Source: an optimization exercise on an open RTL-to-GDS flow (aim: small area and few clock cycles). Production flows keep margins and buffers that such runs may drop. In this exercise RTL edits were held to simulation tests only and were not proved equivalent to the original. No activity file was given, so power comes from the tool's default toggle rates.

===== run.sh =====
#!/bin/bash
# synth_recipe.tcl (not shown) runs the flow's synth.tcl, then flattens the netlist and writes it again
# the make line also repeats each setting of config.mk as NAME=value (left out here)
make -C /OpenROAD-flow-scripts/flow DESIGN_CONFIG=/design/flow/config.mk WORK_HOME=/design/flow/orfs CLKGATE_MAP_FILE= SYNTH_SCRIPT=/design/flow/synth_recipe.tcl finish

===== design.v =====
`default_nettype none
package switch_pkg;
    localparam int DATA_W  = 32;
    localparam int DEST_W  = 2;
    localparam int PRIO_W  = 2;
    localparam int LEN_W   = 5;
    localparam int LEN_MAX = 16;
    localparam int CRC_W   = 16;
    localparam logic [CRC_W-1:0] CRC_POLY = 16'h1021;
    localparam logic [CRC_W-1:0] CRC_INIT = 16'hFFFF;
    localparam int HDR_LEN_LSB  = 0;
    localparam int HDR_PRIO_LSB = 5;
    localparam int HDR_DEST_LSB = 7;
    localparam int DSC_CRC_LSB  = 0;
    localparam int DSC_LEN_LSB  = 16;
    localparam int DSC_PRIO_LSB = 21;
    localparam int DSC_DEST_LSB = 23;
    typedef struct packed {
        logic              vld;
        logic              sop;
        logic              eop;
        logic [DATA_W-1:0] data;
    } wr_beat_t;
    typedef struct packed {
        logic              vld;
        logic              sop;
        logic              eop;
        logic              src;
        logic [DEST_W-1:0] dest;
        logic [DATA_W-1:0] data;
    } out_beat_t;
    typedef struct packed {
        logic              error;
        logic [CRC_W-1:0]  crc;
        logic [DEST_W-1:0] dest;
        logic [PRIO_W-1:0] prio;
        logic [LEN_W-1:0]  len;    
    } pkt_desc_t;
    typedef enum logic [1:0] {WR_IDLE, WR_DATA, WR_SEND} wr_state_t;
    typedef enum logic [1:0] {RD_IDLE, RD_DESC, RD_DATA, RD_DROP} rd_state_t;
    typedef enum logic [1:0] {ARB_IDLE, ARB_PORT0, ARB_PORT1} arb_state_t;
endpackage
`default_nettype wire
`timescale 1ns/1ns
`default_nettype none
import switch_pkg::*;
module crc16_word
(
    input  logic              clk,
    input  logic              rst_n,
    input  logic              clr,
    input  logic              en,
    input  logic [DATA_W-1:0] data_in,
    output logic [CRC_W-1:0]  crc
);
    logic [CRC_W-1:0] crc_nxt;
    logic             fb;
    always_comb begin
        crc_nxt = crc;
        fb = 1'b0;
        for (int i = DATA_W - 1; i >= 0; i--) begin
            fb = crc_nxt[CRC_W-1] ^ data_in[i];
            crc_nxt = {crc_nxt[CRC_W-2:0], 1'b0} ^ (fb ? CRC_POLY : '0);
        end
    end
    always_ff @(posedge clk) begin
        if (!rst_n) begin
            crc <= CRC_INIT;
        end else if (clr) begin
            crc <= CRC_INIT;
        end else if (en) begin
            crc <= crc_nxt;
        end
    end
endmodule
`default_nettype wire
`timescale 1ns/1ns
`default_nettype none
import switch_pkg::*;
module dc_fifo
#(
    parameter int FIFO_DEPTH = 64
)
(
    input  logic              rst_n,
    input  logic              wr_clk,
    input  logic              wr_en,
    input  logic [DATA_W-1:0] wr_data,
    input  logic              rd_clk,
    input  logic              rd_en,
    output logic [DATA_W-1:0] rd_data,
    output logic              almost_full
);
    localparam int AW = $clog2(FIFO_DEPTH);
    logic [DATA_W-1:0] mem [FIFO_DEPTH];
    logic [AW:0]       wr_bin, wr_bin_nxt, wr_gray;
    logic [AW:0]       rd_bin, rd_bin_nxt, rd_gray;
    logic [AW:0]       rd_gray_s1, rd_gray_s2;
    logic [AW:0]       wr_gray_s1, wr_gray_s2;
    logic [AW:0]       used;
    logic              rd_go;
    function automatic logic [AW:0] gray2bin(input logic [AW:0] g);
        logic [AW:0] b;
        b[AW] = g[AW];
        for (int i = AW - 1; i >= 0; i--) begin
            b[i] = b[i+1] ^ g[i];
        end
        gray2bin = b;
    endfunction
    assign wr_bin_nxt = wr_bin + 1'b1;
    assign rd_bin_nxt = rd_bin + 1'b1;
    always_ff @(posedge wr_clk) begin
        if (wr_en) begin
            mem[wr_bin[AW-1:0]] <= wr_data;
        end
    end
    always_ff @(posedge wr_clk) begin
        if (!rst_n) begin
            wr_bin     <= '0;
            wr_gray    <= '0;
            rd_gray_s1 <= '0;
            rd_gray_s2 <= '0;
        end else begin
            rd_gray_s1 <= rd_gray;
            rd_gray_s2 <= rd_gray_s1;
            if (wr_en) begin
                wr_bin  <= wr_bin_nxt;
                wr_gray <= wr_bin_nxt ^ (wr_bin_nxt >> 1);
            end
        end
    end
    assign used        = wr_bin - gray2bin(rd_gray_s2);
    assign almost_full = used > (AW+1)'(FIFO_DEPTH - LEN_MAX);
    assign rd_go   = rd_en & (rd_gray != wr_gray_s2);    
    assign rd_data = mem[rd_bin[AW-1:0]];                 
    always_ff @(posedge rd_clk) begin
        if (!rst_n) begin
            rd_bin     <= '0;
            rd_gray    <= '0;
            wr_gray_s1 <= '0;
            wr_gray_s2 <= '0;
        end else begin
            wr_gray_s1 <= wr_gray;
            wr_gray_s2 <= wr_gray_s1;
            if (rd_go) begin
                rd_bin  <= rd_bin_nxt;
                rd_gray <= rd_bin_nxt ^ (rd_bin_nxt >> 1);
            end
        end
    end
endmodule
`default_nettype wire
`timescale 1ns/1ns
`default_nettype none
import switch_pkg::*;
module cdc_handshake
(
    input  logic      rst_n,
    input  logic      tx_clk,
    input  logic      rx_clk,
    input  logic      tx_valid,
    input  switch_pkg::pkt_desc_t data_in,
    output logic      tx_ready,
    output logic      rx_valid,
    input  logic      rx_ready,
    output switch_pkg::pkt_desc_t data_out
);
    switch_pkg::pkt_desc_t data_q;
    logic      req, busy, ack_s1, ack_s2;
    logic      ack, req_s1, req_s2;
    always_ff @(posedge tx_clk) begin
        if (tx_valid && !busy) begin
            data_q <= data_in;
        end
    end
    always_ff @(posedge tx_clk) begin
        if (!rst_n) begin
            req    <= 1'b0;
            busy   <= 1'b0;
            ack_s1 <= 1'b0;
            ack_s2 <= 1'b0;
        end else begin
            ack_s1 <= ack;
            ack_s2 <= ack_s1;
            if (tx_valid && !busy) begin
                req  <= ~req;
                busy <= 1'b1;
            end else if (busy && ack_s2 == req) begin
                busy <= 1'b0;
            end
        end
    end
    assign tx_ready = ~busy;
    always_ff @(posedge rx_clk) begin
        if (!rst_n) begin
            req_s1 <= 1'b0;
            req_s2 <= 1'b0;
            ack    <= 1'b0;
        end else begin
            req_s1 <= req;
            req_s2 <= req_s1;
            if (rx_ready) begin
                ack <= req_s2;
            end
        end
    end
    assign rx_valid = req_s2 ^ ack;
    assign data_out = data_q;
endmodule
`default_nettype wire
`timescale 1ns/1ns
`default_nettype none
import switch_pkg::*;
module in_wr_ctrl
(
    input  logic             external_clk,
    input  logic             rst_n,
    input  switch_pkg::wr_beat_t         wr_in,
    input  logic             fifo_almost_full,
    input  logic             hs_ready,
    input  logic [CRC_W-1:0] crc,
    output logic             crc_clr,
    output logic             crc_en,
    output logic             fifo_wr_en,
    output switch_pkg::pkt_desc_t        desc,
    output logic             desc_valid,
    output logic             in_ready
);
    switch_pkg::wr_state_t         state;
    logic [LEN_W-1:0]  hdr_len, cnt;
    logic [PRIO_W-1:0] hdr_prio;
    logic [DEST_W-1:0] hdr_dest;
    logic              over, live;
    logic              take_hdr, take_data;
    assign in_ready  = live & (state == WR_IDLE) & hs_ready & ~fifo_almost_full;
    assign take_hdr  = in_ready & wr_in.vld & wr_in.sop;
    assign take_data = (state == WR_DATA) & wr_in.vld;
    always_ff @(posedge external_clk) begin
        if (take_hdr) begin
            hdr_len  <= wr_in.data[HDR_LEN_LSB +: LEN_W];
            hdr_prio <= wr_in.data[HDR_PRIO_LSB +: PRIO_W];
            hdr_dest <= wr_in.data[HDR_DEST_LSB +: DEST_W];
        end
    end
    always_ff @(posedge external_clk) begin
        if (!rst_n) begin
            state <= WR_IDLE;
            live  <= 1'b0;
            cnt   <= '0;
            over  <= 1'b0;
        end else begin
            live <= 1'b1;
            case (state)
                WR_IDLE: begin
                    if (take_hdr) begin
                        cnt   <= '0;
                        over  <= 1'b0;
                        state <= wr_in.eop ? WR_SEND : WR_DATA;
                    end
                end
                WR_DATA: begin
                    if (take_data) begin
                        if (cnt == LEN_W'(LEN_MAX)) begin
                            over <= 1'b1;    
                        end else begin
                            cnt <= cnt + 1'b1;
                        end
                        if (wr_in.eop) begin
                            state <= WR_SEND;
                        end
                    end
                end
                default: state <= WR_IDLE;
            endcase
        end
    end
    assign fifo_wr_en = take_data & (cnt != LEN_W'(LEN_MAX));
    assign crc_en     = fifo_wr_en;
    assign crc_clr    = take_hdr;
    assign desc_valid = (state == WR_SEND);    
    assign desc.error = over | (cnt != hdr_len);
    assign desc.crc   = crc;
    assign desc.dest  = hdr_dest;
    assign desc.prio  = hdr_prio;
    assign desc.len   = cnt;
endmodule
`default_nettype wire
`timescale 1ns/1ns
`default_nettype none
import switch_pkg::*;
module in_rd_ctrl
(
    input  logic              internal_clk,
    input  logic              rst_n,
    input  switch_pkg::pkt_desc_t         desc,
    input  logic              desc_valid,
    output logic              desc_ready,
    input  logic [DATA_W-1:0] fifo_rd_data,
    output logic              fifo_rd_en,
    input  logic              grant,
    input  logic              ready,
    output switch_pkg::out_beat_t         beat,
    output logic              head
);
    switch_pkg::rd_state_t         state;
    switch_pkg::pkt_desc_t         d_q;
    logic [LEN_W-1:0]  cnt;
    logic [DATA_W-1:0] desc_word;
    logic              xfer;
    assign desc_ready = (state == RD_IDLE) & desc_valid;
    assign head       = (state == RD_DESC);
    assign xfer       = beat.vld & ready;
    assign fifo_rd_en = (state == RD_DROP) | ((state == RD_DATA) & xfer);
    always_ff @(posedge internal_clk) begin
        if (desc_ready) begin
            d_q <= desc;
        end
    end
    always_ff @(posedge internal_clk) begin
        if (!rst_n) begin
            state <= RD_IDLE;
            cnt   <= '0;
        end else begin
            case (state)
                RD_IDLE: begin
                    if (desc_valid) begin
                        cnt <= desc.len;
                        if (!desc.error) begin
                            state <= RD_DESC;
                        end else if (desc.len != '0) begin
                            state <= RD_DROP;
                        end
                    end
                end
                RD_DESC: begin
                    if (xfer) begin
                        state <= (cnt == '0) ? RD_IDLE : RD_DATA;
                    end
                end
                RD_DATA: begin
                    if (xfer) begin
                        cnt <= cnt - 1'b1;
                        if (cnt == LEN_W'(1)) begin
                            state <= RD_IDLE;
                        end
                    end
                end
                RD_DROP: begin
                    cnt <= cnt - 1'b1;
                    if (cnt == LEN_W'(1)) begin
                        state <= RD_IDLE;
                    end
                end
                default: state <= RD_IDLE;
            endcase
        end
    end
    always_comb begin
        desc_word = '0;
        desc_word[DSC_CRC_LSB +: CRC_W]   = d_q.crc;
        desc_word[DSC_LEN_LSB +: LEN_W]   = d_q.len;
        desc_word[DSC_PRIO_LSB +: PRIO_W] = d_q.prio;
        desc_word[DSC_DEST_LSB +: DEST_W] = d_q.dest;
        beat      = '0;
        beat.vld  = grant & (state == RD_DESC || state == RD_DATA);
        beat.sop  = (state == RD_DESC);
        beat.eop  = ((state == RD_DESC) & (cnt == '0)) |
                    ((state == RD_DATA) & (cnt == LEN_W'(1)));
        beat.dest = d_q.dest;
        beat.data = (state == RD_DESC) ? desc_word : fifo_rd_data;   
    end
endmodule
`default_nettype wire
`timescale 1ns/1ns
`default_nettype none
import switch_pkg::*;
module in_port
#(
    parameter int FIFO_DEPTH = 64
)
(
    input  logic      external_clk,
    input  logic      internal_clk,
    input  logic      rst_n,
    input  switch_pkg::wr_beat_t  wr_in,
    output logic      in_ready,
    output switch_pkg::out_beat_t beat,
    output logic      head,
    input  logic      grant,
    input  logic      ready
);
    logic [CRC_W-1:0]  crc;
    logic              crc_clr, crc_en;
    logic              fifo_wr_en, fifo_rd_en, almost_full;
    logic [DATA_W-1:0] fifo_rd_data;
    switch_pkg::pkt_desc_t         wr_desc, rd_desc;
    logic              wr_desc_valid, tx_ready, hs_ready;
    logic              rd_desc_valid, rd_desc_ready;
    assign hs_ready = tx_ready & ~wr_desc_valid;
    crc16_word crc16 (
        .clk     (external_clk),
        .rst_n   (rst_n),
        .clr     (crc_clr),
        .en      (crc_en),
        .data_in (wr_in.data),
        .crc     (crc)
    );
    dc_fifo #(
        .FIFO_DEPTH (FIFO_DEPTH)
    ) fifo (
        .rst_n       (rst_n),
        .wr_clk      (external_clk),
        .wr_en       (fifo_wr_en),
        .wr_data     (wr_in.data),
        .rd_clk      (internal_clk),
        .rd_en       (fifo_rd_en),
        .rd_data     (fifo_rd_data),
        .almost_full (almost_full)
    );
    cdc_handshake handshake (
        .rst_n    (rst_n),
        .tx_clk   (external_clk),
        .rx_clk   (internal_clk),
        .tx_valid (wr_desc_valid),
        .data_in  (wr_desc),
        .tx_ready (tx_ready),
        .rx_valid (rd_desc_valid),
        .rx_ready (rd_desc_ready),
        .data_out (rd_desc)
    );
    in_wr_ctrl wr_ctrl (
        .external_clk     (external_clk),
        .rst_n            (rst_n),
        .wr_in            (wr_in),
        .fifo_almost_full (almost_full),
        .hs_ready         (hs_ready),
        .crc              (crc),
        .crc_clr          (crc_clr),
        .crc_en           (crc_en),
        .fifo_wr_en       (fifo_wr_en),
        .desc             (wr_desc),
        .desc_valid       (wr_desc_valid),
        .in_ready         (in_ready)
    );
    in_rd_ctrl rd_ctrl (
        .internal_clk (internal_clk),
        .rst_n        (rst_n),
        .desc         (rd_desc),
        .desc_valid   (rd_desc_valid),
        .desc_ready   (rd_desc_ready),
        .fifo_rd_data (fifo_rd_data),
        .fifo_rd_en   (fifo_rd_en),
        .grant        (grant),
        .ready        (ready),
        .beat         (beat),
        .head         (head)
    );
endmodule
`default_nettype wire
`timescale 1ns/1ns
`default_nettype none
import switch_pkg::*;
module port_arbiter
(
    input  logic      internal_clk,
    input  logic      rst_n,
    input  switch_pkg::out_beat_t beat0,
    input  switch_pkg::out_beat_t beat1,
    input  logic      head0,
    input  logic      head1,
    input  logic      out_ready,
    output logic      grant0,
    output logic      grant1,
    output logic      ready0,
    output logic      ready1,
    output switch_pkg::out_beat_t pkt_out
);
    switch_pkg::arb_state_t        state;
    logic              last;
    logic [PRIO_W-1:0] prio0, prio1;
    logic              pick1;
    assign prio0 = beat0.data[DSC_PRIO_LSB +: PRIO_W];
    assign prio1 = beat1.data[DSC_PRIO_LSB +: PRIO_W];
    assign pick1 = head1 & (~head0 | (prio1 > prio0) | ((prio1 == prio0) & ~last));
    always_ff @(posedge internal_clk) begin
        if (!rst_n) begin
            state <= ARB_IDLE;
            last  <= 1'b1;
        end else begin
            case (state)
                ARB_IDLE: begin
                    if (out_ready && (head0 || head1)) begin
                        state <= pick1 ? ARB_PORT1 : ARB_PORT0;
                        last  <= pick1;
                    end
                end
                default: begin
                    if (pkt_out.vld && pkt_out.eop && out_ready) begin
                        state <= ARB_IDLE;    
                    end
                end
            endcase
        end
    end
    assign grant0 = (state == ARB_PORT0);
    assign grant1 = (state == ARB_PORT1);
    assign ready0 = grant0 & out_ready;
    assign ready1 = grant1 & out_ready;
    always_comb begin
        pkt_out = '0;
        if (grant0) begin
            pkt_out     = beat0;
            pkt_out.src = 1'b0;
        end else if (grant1) begin
            pkt_out     = beat1;
            pkt_out.src = 1'b1;
        end
    end
endmodule
`default_nettype wire
`timescale 1ns/1ns
`default_nettype none
import switch_pkg::*;
module switch_ingress
#(
    parameter int FIFO_DEPTH = 32
)
(
    input  logic              clk,
    input  logic              rst_n,
    input  logic              in0_vld,
    input  logic              in0_sop,
    input  logic              in0_eop,
    input  logic [DATA_W-1:0] in0_data,
    input  logic              in1_vld,
    input  logic              in1_sop,
    input  logic              in1_eop,
    input  logic [DATA_W-1:0] in1_data,
    output logic              in_ready0,
    output logic              in_ready1,
    output logic              out_vld,
    output logic              out_sop,
    output logic              out_eop,
    output logic              out_src,
    output logic [DEST_W-1:0] out_dest,
    output logic [DATA_W-1:0] out_data,
    input  logic              out_ready
);
    switch_pkg::wr_beat_t  wr_in0, wr_in1;
    switch_pkg::out_beat_t pkt_out;
    switch_pkg::out_beat_t beat0, beat1;
    logic      head0, head1;
    logic      grant0, grant1;
    logic      ready0, ready1;
    assign wr_in0 = {in0_vld, in0_sop, in0_eop, in0_data};
    assign wr_in1 = {in1_vld, in1_sop, in1_eop, in1_data};
    assign out_vld  = pkt_out.vld;
    assign out_sop  = pkt_out.sop;
    assign out_eop  = pkt_out.eop;
    assign out_src  = pkt_out.src;
    assign out_dest = pkt_out.dest;
    assign out_data = pkt_out.data;
    in_port #(
        .FIFO_DEPTH (FIFO_DEPTH)
    ) port0 (
        .external_clk (clk),
        .internal_clk (clk),
        .rst_n        (rst_n),
        .wr_in        (wr_in0),
        .in_ready     (in_ready0),
        .beat         (beat0),
        .head         (head0),
        .grant        (grant0),
        .ready        (ready0)
    );
    in_port #(
        .FIFO_DEPTH (FIFO_DEPTH)
    ) port1 (
        .external_clk (clk),
        .internal_clk (clk),
        .rst_n        (rst_n),
        .wr_in        (wr_in1),
        .in_ready     (in_ready1),
        .beat         (beat1),
        .head         (head1),
        .grant        (grant1),
        .ready        (ready1)
    );
    port_arbiter arbiter (
        .internal_clk (clk),
        .rst_n        (rst_n),
        .beat0        (beat0),
        .beat1        (beat1),
        .head0        (head0),
        .head1        (head1),
        .out_ready    (out_ready),
        .grant0       (grant0),
        .grant1       (grant1),
        .ready0       (ready0),
        .ready1       (ready1),
        .pkt_out      (pkt_out)
    );
endmodule
`default_nettype wire

===== constraint.sdc =====
create_clock -name core_clock -period 7.5 [get_ports {clk}]
set_input_delay 1.5000 -clock core_clock [delete_from_list [all_inputs] [get_ports {clk}]]
set_output_delay 1.5000 -clock core_clock [all_outputs]
set_load 0.01 [all_outputs]

===== config.mk =====
export PLATFORM = sky130hd
export DESIGN_NAME = switch_ingress
export DESIGN_NICKNAME = switch_ingress
export VERILOG_FILES = /design/flow/design.v
export SDC_FILE = /design/flow/constraint.sdc
export NUM_CORES = 4
export LEC_CHECK = 0
export CAP_MARGIN = 20
export CORE_MARGIN = 2
export CORE_UTILIZATION = 40
export PLACE_DENSITY = 0.6
export SLEW_MARGIN = 20

==> summary.txt <==
[cell usage in the layout, fill, tap and decap left out, types with 11 or more instances in the layout]
cell type / instances
nor2_4: 56
a22oi_1: 30
buf_12: 15
clkinv_1: 48
a21oi_1: 50
xnor2_1: 143
clkdlybuf4s50_1: 106
o211ai_1: 18
edfxtp_1: 2168
mux4_2: 640
dfxtp_1: 172
o21ai_0: 49
clkbuf_16: 225
bufinv_16: 17
a211oi_1: 14
or3_1: 12
nor2_1: 107
nor3_1: 11
nand2_1: 91
nand3_1: 26
o221ai_1: 23
inv_1: 23
buf_4: 190
xnor3_1: 31
ha_1: 38
clkbuf_1: 52
and2_1: 61
clkinv_2: 47
xor2_1: 66
mux2i_1: 77
[layout make-up]
| cell class | instances | share of cell area [%] |
|---|---|---|
| clock inverters | 140 | 1.30 |
| multi-input cells | 1684 | 21.6 |
| diodes | 3 | 0.00711 |
| repair buffers | 319 | 2.72 |
| well taps | 3009 | 3.57 |
| flip-flops and latches | 2350 | 65.2 |
| inverters | 25 | 0.0889 |
| clock buffers | 280 | 5.56 |
[worst min-delay path by stage]
stage | cells past startpoint | slack [ps] | from | endpoint
finish | 0 | 390 | port1.handshake.data_q[9] | port1.rd_ctrl.d_q[9]
floorplan | 0 | 400 | port0.wr_ctrl.hdr_prio[0] | port0.handshake.data_q[5]
CTS | 0 | 400 | port1.handshake.data_q[9] | port1.rd_ctrl.d_q[9]
detailed placement | 0 | 400 | port0.handshake.data_q[11] | port0.rd_ctrl.d_q[11]
global route | 0 | 400 | port1.handshake.data_q[14] | port1.rd_ctrl.d_q[14]
global placement | 0 | 400 | port0.handshake.data_q[6] | port0.rd_ctrl.d_q[6]
[metal layers]
layer	GRT usage (%)	part of all wire [%]	vias to the layer above
li1	-	-	18300
met1	29.7	43	24200
met2	31.6	47	1946
met3	3.47	7.5	324
met4	6.43	3.1	4
met5	0	0.011	-
[critical path: stages (launching register included)]
cell,delay (ps)
dfxtp_4,920
buf_4,450
mux4_2,550
mux4_2,470
mux2i_1,880
o221ai_1,420
clkdlybuf4s50_1,600
[power groups by stage]
stage / Clock (mW) / Sequential, mW / Combinational, mW
floorplan: 0 / 14.7 / 1.77
global placement: 0 / 14.7 / 2.50
detailed placement: 0 / 14.7 / 2.51
CTS: 11.3 / 14.4 / 2.53
global route: 11.8 / 14.4 / 2.71
finish: 11.1 / 14.4 / 2.52
[cells by family (layout without fill, tap and decap cells)]
kind of cell	Yosys count	in the layout	share of synthesized area, %
fa+ha+maj	40	40	0.561
simple gates	427	427	2.18
compound gates	235	235	1.68
xor+xnor	263	263	3.28
mux	719	719	16.5
other cells	0	3	0
flops	2350	2350	74.8
buf+inv	233	764	0.976
[registers in the layout (all words and copies together), names as in the netlist, 6 cells and up, named ones only]
name                    cells
port0.fifo.rd_gray_s1       6
port1.fifo.wr_gray_s2       6
port0.fifo.rd_bin           6
port0.crc16.crc            16
port1.fifo.rd_bin           6
port0.fifo.rd_gray_s2       6
port1.fifo.rd_gray_s1       6
port1.crc16.crc            16
port1.fifo.mem           1024
port0.handshake.data_q     26
port0.fifo.mem           1024
port0.fifo.wr_gray_s2       6
port0.fifo.wr_bin           6
port1.fifo.rd_gray_s2       6
port0.fifo.wr_gray_s1       6
port0.rd_ctrl.d_q          25
port1.fifo.wr_bin           6
port1.fifo.wr_gray_s1       6
port1.rd_ctrl.d_q          25
port1.handshake.data_q     26
[per-stage QoR]
step / hold slack [ps] / instances
global placement: 402 / 7381
global route: 400 / 7808
CTS: 398 / 7804
detailed placement: 405 / 7384
floorplan: 400 / 4267
finish: 385 / 7810
==> summary.txt <==
relative contribution of sequential cells to total power=51.3%; number of maximum-capacitance constraint violations=0; Row Count=175; Post-CTS Setup Bufs=0; static leakage power=32.2 nW; number of fill cells in the layout=18,600; Global Route Usage Sum=20.4%; core outline area=228,000 µm²; internal power of the cells=21.7 mW; detail-routed via count per cell=5.73; setup slack, reg-to-reg=2880 ps; normalized max-slew margin=18.9%; worst setup slack after layout=802 ps; R2R depth=14; count of unique library cells instantiated by Yosys=54; most frequent cells after synthesis=2,168 x edfxtp_1, 640 x mux4_2, 182 x dfxtp_1; Mapped Avg Cell Area=21.5 µm²; die extent in y=483 µm; post-route cell area=106,000 µm²; final total negative setup slack=0 ps; share of the clock period used by the worst path after layout=89.3%; pin count of the biggest net entering global routing=72; Worst-path clk slew=60 ps; post-synth top area share=70.8%; final cell utilization of the core=46.3%; # setup viols final=0; critical path arrival=5200 ps; type of the worst setup path=register to primary output; remaining routing DRC violations=0; Cell Area, Synth=91,900 µm²; flip-flop cell with the highest count after synthesis=edfxtp_1; area enclosed by the die boundary=234,000 µm²; fraction of layout instances using a drive strength above 1=26.8%; FFs w/ async S/R, synth=0%; RePlAce Congestion=0.805; largest vdd supply drop=0.250 mV; wire length of the first global-routing pass=340,000 µm; status=timing/DRC/antenna clean; quantity of hold-fixing buffers added after cts=0; total count of max-transition violations in the final report=0; clock latency at the later pin of the worst-skew pair=890 ps; multi-input logic area=22,800 µm²; critical path peak fanout=37; post_cts resized=0; overall via count from detail_route=44,700; Remaining Overflow, GRT=0; library cell with the highest instance count after synthesis=edfxtp_1; type of the tightest min-delay check=register to register; final wirelength=241,000 µm; clk buf depth=3; Gate Count Post-Synth=4,267; endpoint of the most critical register-to-register path=port0.wr_ctrl.hdr_len[0]; average detailed-routed wire length per instance=30.9 µm; vias in the first global route=45,100; setup repair after global routing missed its margin=false; worst clock skew=44.6 ps; clock buffers created by TritonCTS=225; share of synthesized area occupied by flip-flops and latches=74.8%; fin crit period=6700 ps; post-DP HPWL=139,000 µm; worst slack at placement=1680 ps; dominant cells by area after synthesis=edfxtp_1 71%, mux4_2 16%, dfxtp_1 4.0%; type of origin of the critical path=register; highest clock rate=149 MHz; P&R area growth vs syn=14.8%; beginning of the worst register-to-register path=port0.fifo.rd_gray_s2[5]; syn nets=4,380; number of detailed-routing iterations run before antenna repair=6; Clock H-tree levels=4; remaining antenna violation count after routing=0; Port-buffer cells=112; Final Hold Viols=0; switching power=6.36 mW; sum of internal, switching and leakage power=28.0 mW; Worst-Margin Slew=1180 ps; clock tree from TritonCTS=yes; Clock Power Share=39.7%; dominant cell type by area after synthesis=edfxtp_1; root buf cell=clkbuf_16; initial antenna violation count=9; total power divided by cell area=266 nW/µm²; required time at the endpoint of the critical path=6000 ps; combinational power share=9.0%; initial core utilization=40.3%; clock sink count=2,350; sw frac=22.7%; Seq. cell area=68,800 µm²; Synth Warn #=6; Horiz. Die Dim=483 µm; nets@finish=4,718; Critical path destination=out_data[10]; Yosys reg bits=2,350; placed instance area=98,300 µm²; initial DRC count=5,207; number of synthesized flops with an enable pin=2,168; endpoint type of the worst setup path=primary output; ports placed on the boundary=113
Testbench counts, summed over its fixed seeds: cycles 17,554.

==> re-timing with driven ports <==
In the flow no input, the clock included, has a driving cell. The finished layout below was timed again as built, in two steps.
Step 1, drivers: a clkbuf_16 drives clk and a buf_2 each remaining input, both assumed.
Step 2 also shifts input and output timing later by t, the mid clock arrival at the registers, as if the neighbouring blocks saw the same clock.
Slacks: ideal ports / drivers / drivers and shift; pairs: ideal ports / drivers.
shift t [ns]: 0.956
setup slack, ns: 0.802 / 0.708 / 1.664
hold slack, ns: 0.385 / 0.385 / 0.385
worst setup path at the end: register to output
worst slew at a driven data input, ns: 0.16
After both steps setup and hold are still met in this run. For this run, drivers alone change the setup slack by -0.094 ns; drivers and shift together by +0.862 ns.
